Background: an optimization exercise with open tools, aiming at small area, a short achievable clock period and few clock cycles. Do not read the settings as production practice.
The RTL was checked by simulation tests, not by an equivalence proof against the original design.
Power figures rest on the tool's default switching activity, not on a simulated workload.

north:
## lsu_top
module lsu_top (
    input  logic                 clk_i,
    input  logic                 rst_n_i,
    input  logic                 req_i,
    output logic                 ack_o,
    input  logic [32-1:0] inst_i,
    input  logic [32-1:0] rs1_i,
    input  logic [32-1:0] rs2_i,
    output logic                 wb_valid_o,
    output logic [32-1:0] wb_data_o,
    output logic                 fault_o
);
Size in the first run: roughly 8200 cells after synthesis, ~2200 flip-flops, roughly 88000 sq um of cells after synthesis.
clock: 5.0 ns
lec_check: 0
abc_area: 1
cap_margin: 20
core_margin: 2
core_utilization: 40
cts_cluster_diameter: 100
cts_cluster_size: 25
setup_slack_margin: 2.6
slew_margin: 75
run.sh (not shown) runs the stock make flow with config.mk's settings and CLKGATE_MAP_FILE= SYNTH_SCRIPT=/design/flow/synth_recipe.tcl, a recipe that flattens the netlist after the stock synthesis.
Testbench counts of north, summed over its fixed seeds: cycles 32,000.
> inputs changed (north -> south)
# north
export LEC_CHECK = 0
export ABC_AREA = 1
export CAP_MARGIN = 20
export CORE_MARGIN = 2
export CORE_UTILIZATION = 40
export CTS_CLUSTER_DIAMETER = 100
export CTS_CLUSTER_SIZE = 25
export SETUP_SLACK_MARGIN = 2.6
export SLEW_MARGIN = 75
create_clock -name core_clock -period 5.0 [get_ports {clk_i}]
# south
export LEC_CHECK = 0
export ABC_AREA = 1
export CAP_MARGIN = 20
export CORE_MARGIN = 2
export CORE_UTILIZATION = 55
export CTS_CLUSTER_DIAMETER = 100
export CTS_CLUSTER_SIZE = 25
export SETUP_SLACK_MARGIN = 2.6
export SLEW_MARGIN = 75
create_clock -name core_clock -period 5.0 [get_ports {clk_i}]
==> summary.txt <==
north -> south: maximum net fanout on the critical path delta 0, exact match
south reports a higher initial core utilization than north does.
Sum of met2 wire segment lengths after detailed routing (lower): south
For register clock-pin slew on the reported worst setup and hold paths, south and north come out practically identical.
In south relative to north, maximum frequency had gone up slightly.
Between south and north, it is south whose design area is lower, by 0.92%.
The global-route wire length before repair number comes out higher for north vs south.
What south reported for average vias per placed instance has to be multiplied by 0.933 to get the figure for north.
Comparing final critical path time including I/O delays and setup for south and north, the smaller number came from south.
Changes in east relative to south:
# south
export LEC_CHECK = 0
export ABC_AREA = 1
export CAP_MARGIN = 20
export CORE_MARGIN = 2
export CORE_UTILIZATION = 55
export CTS_CLUSTER_DIAMETER = 100
export CTS_CLUSTER_SIZE = 25
export SETUP_SLACK_MARGIN = 2.6
export SLEW_MARGIN = 75
create_clock -name core_clock -period 5.0 [get_ports {clk_i}]
# east
export LEC_CHECK = 0
export ABC_AREA = 1
export CAP_MARGIN = 20
export CORE_MARGIN = 2
export CORE_UTILIZATION = 40
export CTS_CLUSTER_DIAMETER = 100
export CTS_CLUSTER_SIZE = 25
export PLACE_DENSITY = 0.8
export SETUP_SLACK_MARGIN = 2.6
export SLEW_MARGIN = 75
create_clock -name core_clock -period 5.0 [get_ports {clk_i}]
--- outcome ---
Compared with south, total net switching power in east decreased slightly.
Of east and south, the higher number of buffers inserted during clock tree synthesis belongs to east.
Reported for east and south, count of state elements after synthesis turned out identical to the last digit.
For west, these inputs were changed with respect to east:
# east
export LEC_CHECK = 0
export ABC_AREA = 1
export CAP_MARGIN = 20
export CORE_MARGIN = 2
export CORE_UTILIZATION = 40
export CTS_CLUSTER_DIAMETER = 100
export CTS_CLUSTER_SIZE = 25
export PLACE_DENSITY = 0.8
export SETUP_SLACK_MARGIN = 2.6
export SLEW_MARGIN = 75
create_clock -name core_clock -period 5.0 [get_ports {clk_i}]
# west
export LEC_CHECK = 0
export ABC_AREA = 1
export CAP_MARGIN = 20
export CORE_MARGIN = 2
export CORE_UTILIZATION = 40
export CTS_CLUSTER_DIAMETER = 100
export CTS_CLUSTER_SIZE = 25
export SETUP_SLACK_MARGIN = 2.8
export SLEW_MARGIN = 75
create_clock -name core_clock -period 5.0 [get_ports {clk_i}]
Results
Compared with east, west shows a first-pass iteration count of the detailed router that is 3 higher.
The data arrival time of the critical path of west falls short of that of east by 50 ps.
east was smaller in final cell area than west.
Looking at slowest cell on the critical path, the sky130_fd_sc_hd__dfxtp_2 result is from east; the sky130_fd_sc_hd__dfxtp_4 one comes from west.
Re net switching share of the total power: west is 0.74 points up on east.

* * *

The RTL this note starts from:
==> flow/design.v <==
package isa_pkg;
    typedef enum logic [6:0] {
        OP_LOAD  = 7'b0000011,
        OP_STORE = 7'b0100011
    } opcode_e;
    typedef enum logic [2:0] {
        F3_B  = 3'b000,
        F3_H  = 3'b001,
        F3_W  = 3'b010,
        F3_BU = 3'b100,
        F3_HU = 3'b101
    } funct3_e;
endpackage
package lsu_pkg;
    typedef enum logic [1:0] {
        SIZE_B = 2'd0,
        SIZE_H = 2'd1,
        SIZE_W = 2'd2
    } acc_size_e;
    typedef struct packed {
        logic                     is_load;
        logic                     is_signed;
        acc_size_e                size;
        logic [8-1:0] addr;
        logic [3:0]               wmask;
        logic [32-1:0]     wdata;
    } lsu_entry_t;
    typedef enum logic {
        ISSUE_IDLE = 1'b0,
        ISSUE_WAIT = 1'b1
    } issue_state_e;
endpackage
module lsu_top (
    input  logic                 clk_i,
    input  logic                 rst_n_i,
    input  logic                 req_i,
    output logic                 ack_o,
    input  logic [32-1:0] inst_i,
    input  logic [32-1:0] rs1_i,
    input  logic [32-1:0] rs2_i,
    output logic                 wb_valid_o,
    output logic [32-1:0] wb_data_o,
    output logic                 fault_o
);
    localparam int AW    = 8;
    localparam int WORDS = 2 ** (AW - 2);
    logic          ack_q;
    logic          fault_q;
    logic          ld_q;
    logic [7:0]    st_hi_q;
    logic [7:0]    lo_q [4];
    logic [7:0]    hi_q;
    logic [3:0]    offd_q;
    logic [2:0]    f3_q;
    logic [31:0]   wdata_q;
    logic          wb_valid_q;
    logic [31:0]   wb_data_q;
    logic          is_load;
    logic          is_store;
    logic [2:0]    funct3;
    logic [AW-1:0] imm;
    logic          f3_ok;
    logic          aligned;
    logic          legal;
    logic          accept;
    logic [7:0]    lo_sel;
    logic [7:0]    hi_sel;
    assign is_load  = inst_i[6:0] == isa_pkg::OP_LOAD;
    assign is_store = inst_i[6:0] == isa_pkg::OP_STORE;
    assign funct3   = inst_i[14:12];
    assign imm = {inst_i[AW+19:25], inst_i[5] ? inst_i[11:7] : inst_i[24:20]};
    function automatic logic [7:0] onehot_sum(input logic [2:0] x, input logic [2:0] y,
                                              input logic c);
        logic [7:0] dx;
        logic [7:0] dy;
        logic [7:0] r;
        dx = 8'b1 << x;
        dy = 8'b1 << y;
        for (int k = 0; k < 8; k++) begin
            r[k] = 1'b0;
            for (int j = 0; j < 8; j++) begin
                r[k] = r[k] | (dx[j] & dy[(k - j) & 7]);
            end
        end
        onehot_sum = c ? {r[6:0], r[7]} : r;
    endfunction
    logic [AW-1:0] a;
    logic [AW-1:0] b;
    logic [AW-1:0] g;
    logic [AW-1:0] p;
    logic          c2;
    logic          c5;
    assign a  = rs1_i[AW-1:0];
    assign b  = imm;
    assign g  = a & b;
    assign p  = a | b;
    assign c2 = g[1] | (p[1] & g[0]);
    assign c5 = g[4] | (p[4] & g[3]) | (p[4] & p[3] & g[2]) | (p[4] & p[3] & p[2] & g[1])
              | (p[4] & p[3] & p[2] & p[1] & g[0]);
    assign lo_sel = onehot_sum(a[4:2], b[4:2], c2);
    assign hi_sel = onehot_sum(a[AW-1:5], b[AW-1:5], c5);
    logic [3:0] offd;
    logic [3:0] da;
    logic [3:0] db;
    logic [3:0] need;
    always_comb begin
        da = 4'b1 << a[1:0];
        db = 4'b1 << b[1:0];
        for (int l = 0; l < 4; l++) begin
            offd[l] = 1'b0;
            for (int j = 0; j < 4; j++) begin
                offd[l] = offd[l] | (da[j] & db[(l - j) & 3]);
            end
        end
        for (int l = 0; l < 4; l++) begin
            case (funct3[1:0])
                2'b00:   need[l] = offd[l];
                2'b01:   need[l] = offd[l & 2];
                default: need[l] = 1'b1;
            endcase
        end
    end
    always_comb begin
        case (funct3)
            3'b000, 3'b001, 3'b010: f3_ok = 1'b1;
            3'b100, 3'b101:         f3_ok = is_load;
            default:                f3_ok = 1'b0;
        endcase
        case (funct3[1:0])
            2'b01:   aligned = a[0] == b[0];
            2'b10:   aligned = (a[0] == b[0]) && (b[1] == (a[1] ^ a[0]));
            default: aligned = 1'b1;
        endcase
    end
    assign legal  = (is_load || is_store) && f3_ok && aligned;
    assign accept = req_i && !ack_q;
    always_ff @(posedge clk_i) begin
        if (!rst_n_i) begin
            ack_q      <= 1'b0;
            fault_q    <= 1'b0;
            ld_q       <= 1'b0;
            st_hi_q    <= '0;
            wb_valid_q <= 1'b0;
        end else begin
            ack_q      <= req_i;
            fault_q    <= accept && !legal;
            ld_q       <= accept && legal && is_load;
            st_hi_q    <= hi_sel & {8{accept && legal && is_store}};
            wb_valid_q <= ld_q;
        end
    end
    always_ff @(posedge clk_i) begin
        for (int l = 0; l < 4; l++) begin
            lo_q[l] <= lo_sel & {8{need[l]}};
        end
        hi_q    <= hi_sel;
        offd_q  <= offd;
        f3_q    <= funct3;
        wdata_q <= rs2_i;
    end
    logic [31:0] wdata;
    always_comb begin
        case (f3_q[1:0])
            2'b00:   wdata = {4{wdata_q[7:0]}};
            2'b01:   wdata = {2{wdata_q[15:0]}};
            default: wdata = wdata_q;
        endcase
    end
    logic [31:0] mem [WORDS];
    for (genvar w = 0; w < WORDS; w++) begin : g_word
        for (genvar b = 0; b < 4; b++) begin : g_byte
            logic we;
            assign we = st_hi_q[w / 8] & lo_q[b][w % 8];
            always_ff @(posedge clk_i) begin
                if (we) begin
                    mem[w][8*b +: 8] <= wdata[8*b +: 8];
                end
            end
        end
    end
    logic [7:0] grpb [8][4];
    logic [7:0] hs0  [4];
    logic [7:0] hs1  [4];
    logic [7:0] hsw;
    logic [7:0] ss1  [4];
    logic [7:0] ss23 [4];
    logic       is_b;
    logic       is_w;
    logic       sgn;
    logic       off_hi;
    logic [7:0] sg1;
    logic [7:0] sg23;
    logic [31:0] ext;
    assign is_b   = f3_q[1:0] == 2'b00;
    assign is_w   = f3_q[1];
    assign sgn    = ~f3_q[2];
    assign off_hi = offd_q[2] | offd_q[3];
    logic [7:0]  tk;
    logic [3:0]  tl;
    logic [31:0] t0;
    logic [23:0] t1;
    logic [15:0] t2;
    logic [15:0] t3;
    always_comb begin
        for (int h = 0; h < 8; h++) begin
            for (int l = 0; l < 4; l++) begin
                for (int i = 0; i < 8; i++) begin
                    for (int k = 0; k < 8; k++) begin
                        tk[k] = mem[h*8+k][8*l+i] & lo_q[l][k];
                    end
                    grpb[h][l][i] = |tk;
                end
            end
        end
        hsw = hi_q & {8{is_w}};
        for (int l = 0; l < 4; l++) begin
            hs0[l]  = hi_q & {8{offd_q[l]}};
            hs1[l]  = (l == 1) ? hi_q & {8{~off_hi & ~is_b}} :
                      (l == 3) ? hi_q & {8{off_hi & ~is_b}} : 8'h00;
            ss1[l]  = hs0[l] & {8{sgn & is_b}};
            ss23[l] = is_b ? hs0[l] & {8{sgn}} :
                      ((l == 1) ? hi_q & {8{~off_hi & sgn & ~is_w}} :
                       (l == 3) ? hi_q & {8{off_hi & sgn & ~is_w}} : 8'h00);
        end
        for (int h = 0; h < 8; h++) begin
            for (int l = 0; l < 4; l++) begin
                tl[l] = grpb[h][l][7] & ss1[l][h];
            end
            sg1[h] = |tl;
            for (int l = 0; l < 4; l++) begin
                tl[l] = grpb[h][l][7] & ss23[l][h];
            end
            sg23[h] = |tl;
        end
        for (int i = 0; i < 8; i++) begin
            for (int h = 0; h < 8; h++) begin
                for (int l = 0; l < 4; l++) begin
                    t0[h*4+l] = grpb[h][l][i] & hs0[l][h];
                end
                t1[h*3]   = grpb[h][1][i] & hs1[1][h];
                t1[h*3+1] = grpb[h][3][i] & hs1[3][h];
                t1[h*3+2] = sg1[h];
                t2[h*2]   = grpb[h][2][i] & hsw[h];
                t2[h*2+1] = sg23[h];
                t3[h*2]   = grpb[h][3][i] & hsw[h];
                t3[h*2+1] = sg23[h];
            end
            ext[i]      = |t0;
            ext[8 + i]  = |t1;
            ext[16 + i] = |t2;
            ext[24 + i] = |t3;
        end
    end
    always_ff @(posedge clk_i) begin
        wb_data_q <= ext;
    end
    assign ack_o      = ack_q;
    assign fault_o    = fault_q;
    assign wb_valid_o = wb_valid_q;
    assign wb_data_o  = wb_data_q;
endmodule
Settings: LEC_CHECK=0, ABC_AREA=1, CAP_MARGIN=20, CORE_MARGIN=2, CORE_UTILIZATION=55, CTS_CLUSTER_DIAMETER=100, CTS_CLUSTER_SIZE=25, SETUP_SLACK_MARGIN=2.6, SLEW_MARGIN=20; clock period 5.0 ns.
The baseline went through all stages and came out clean.
Testbench counts at the start, summed over its fixed seeds: cycles 32,000.
==> next run, changes <==
- CORE_UTILIZATION: 55 -> 40
- TNS_END_PERCENT: unset -> 10
=>
- The new run completed with no timing, DRC or antenna violations
- power climbs slightly
- sequential cell count stays the same
- setup slack got worse by 0.042 ns
- design area rose slightly
- wire length came out higher slightly
- sequential share of layout area drops by 0.80 points
- global-route usage is lower by 9.0 points
==> next run, changes <==
- CTS_CLUSTER_SIZE: 25 -> 30
- TNS_END_PERCENT: 10 -> unset
Result:
- wire length rose by 0.47%
- worst setup slack is better by 0.025 ns
- core utilization barely changes
- register-to-register slack degrades by 0.02 ns
- design area stays flat
- via count went up by 0.44%
- critical path depth is higher by 11
- power is lower by 1.5%
- global-route usage rises by 0.40 points
==> next run, changes <==
- CTS_CLUSTER_DIAMETER: 100 -> unset
- CTS_CLUSTER_SIZE: 30 -> unset
The changed run produced a clean layout.
Register-to-register slack gains 0.08 ns.
Cell area goes up by 4.2%.
Routed wire length goes up by 0.64%.
Power goes up by 19%.
Combinational power goes down by about 1%.
Via count goes up by 1.3%.
Sequential share of layout area goes down by 2.7 points.
Setup slack gains 0.083 ns.
First-iteration DRC count goes down by 0.93%.
Synthesized cell count does not change.
Count of clock-buffer cells in the layout goes up by 138.

-- afterwards: timing with drivers on the ports --
In the flow no input, the clock included, has a driving cell. The finished layouts below were timed again as built, in two steps.
Step 1: set_driving_cell puts a clkbuf_16 on clk_i and a buf_2 on each other input, an assumption about the parent block.
Step 2 times the ports against the registers' clock, not the clock port: input delays grow and output delays shrink by t, the midpoint of the rising clock arrivals with the driver on.
a / b / c = no drivers / after step 1 / after step 2; a / b = the first two.
| run | t (ns) | setup WS [ns] | worst hold slack (ns) | clock arrival spread, ns |
|---|---|---|---|---|
| north | 0.869 | 2.643 / 2.550 / 1.831 | 0.429 / 0.392 / 0.429 | 0.059 / 0.059 |
| south | 0.827 | 2.654 / 2.565 / 1.931 | 0.456 / 0.456 / 0.456 | 0.025 / 0.025 |
| east | 0.857 | 2.593 / 2.569 / 1.883 | 0.431 / 0.431 / 0.431 | 0.059 / 0.059 |
| west | 0.849 | 2.608 / 2.590 / 2.028 | 0.431 / 0.431 / 0.431 | 0.053 / 0.053 |
| the first run of note 2 | 0.847 | 2.542 / 2.542 / 1.883 | 0.431 / 0.431 / 0.431 | 0.045 / 0.045 |
| the second run of note 2 | 0.863 | 2.500 / 2.414 / 1.748 | 0.382 / 0.382 / 0.382 | 0.050 / 0.049 |
| the third run of note 2 | 0.831 | 2.525 / 2.525 / 1.916 | 0.407 / 0.407 / 0.407 | 0.055 / 0.056 |
| the fourth run of note 2 | 0.923 | 2.608 / 2.535 / 1.886 | 0.415 / 0.415 / 0.415 | 0.029 / 0.029 |
After both steps every run listed still meets setup and hold. The setup slack of north, which loses most, moves by -0.093 ns with the drivers and by -0.812 ns with both steps.
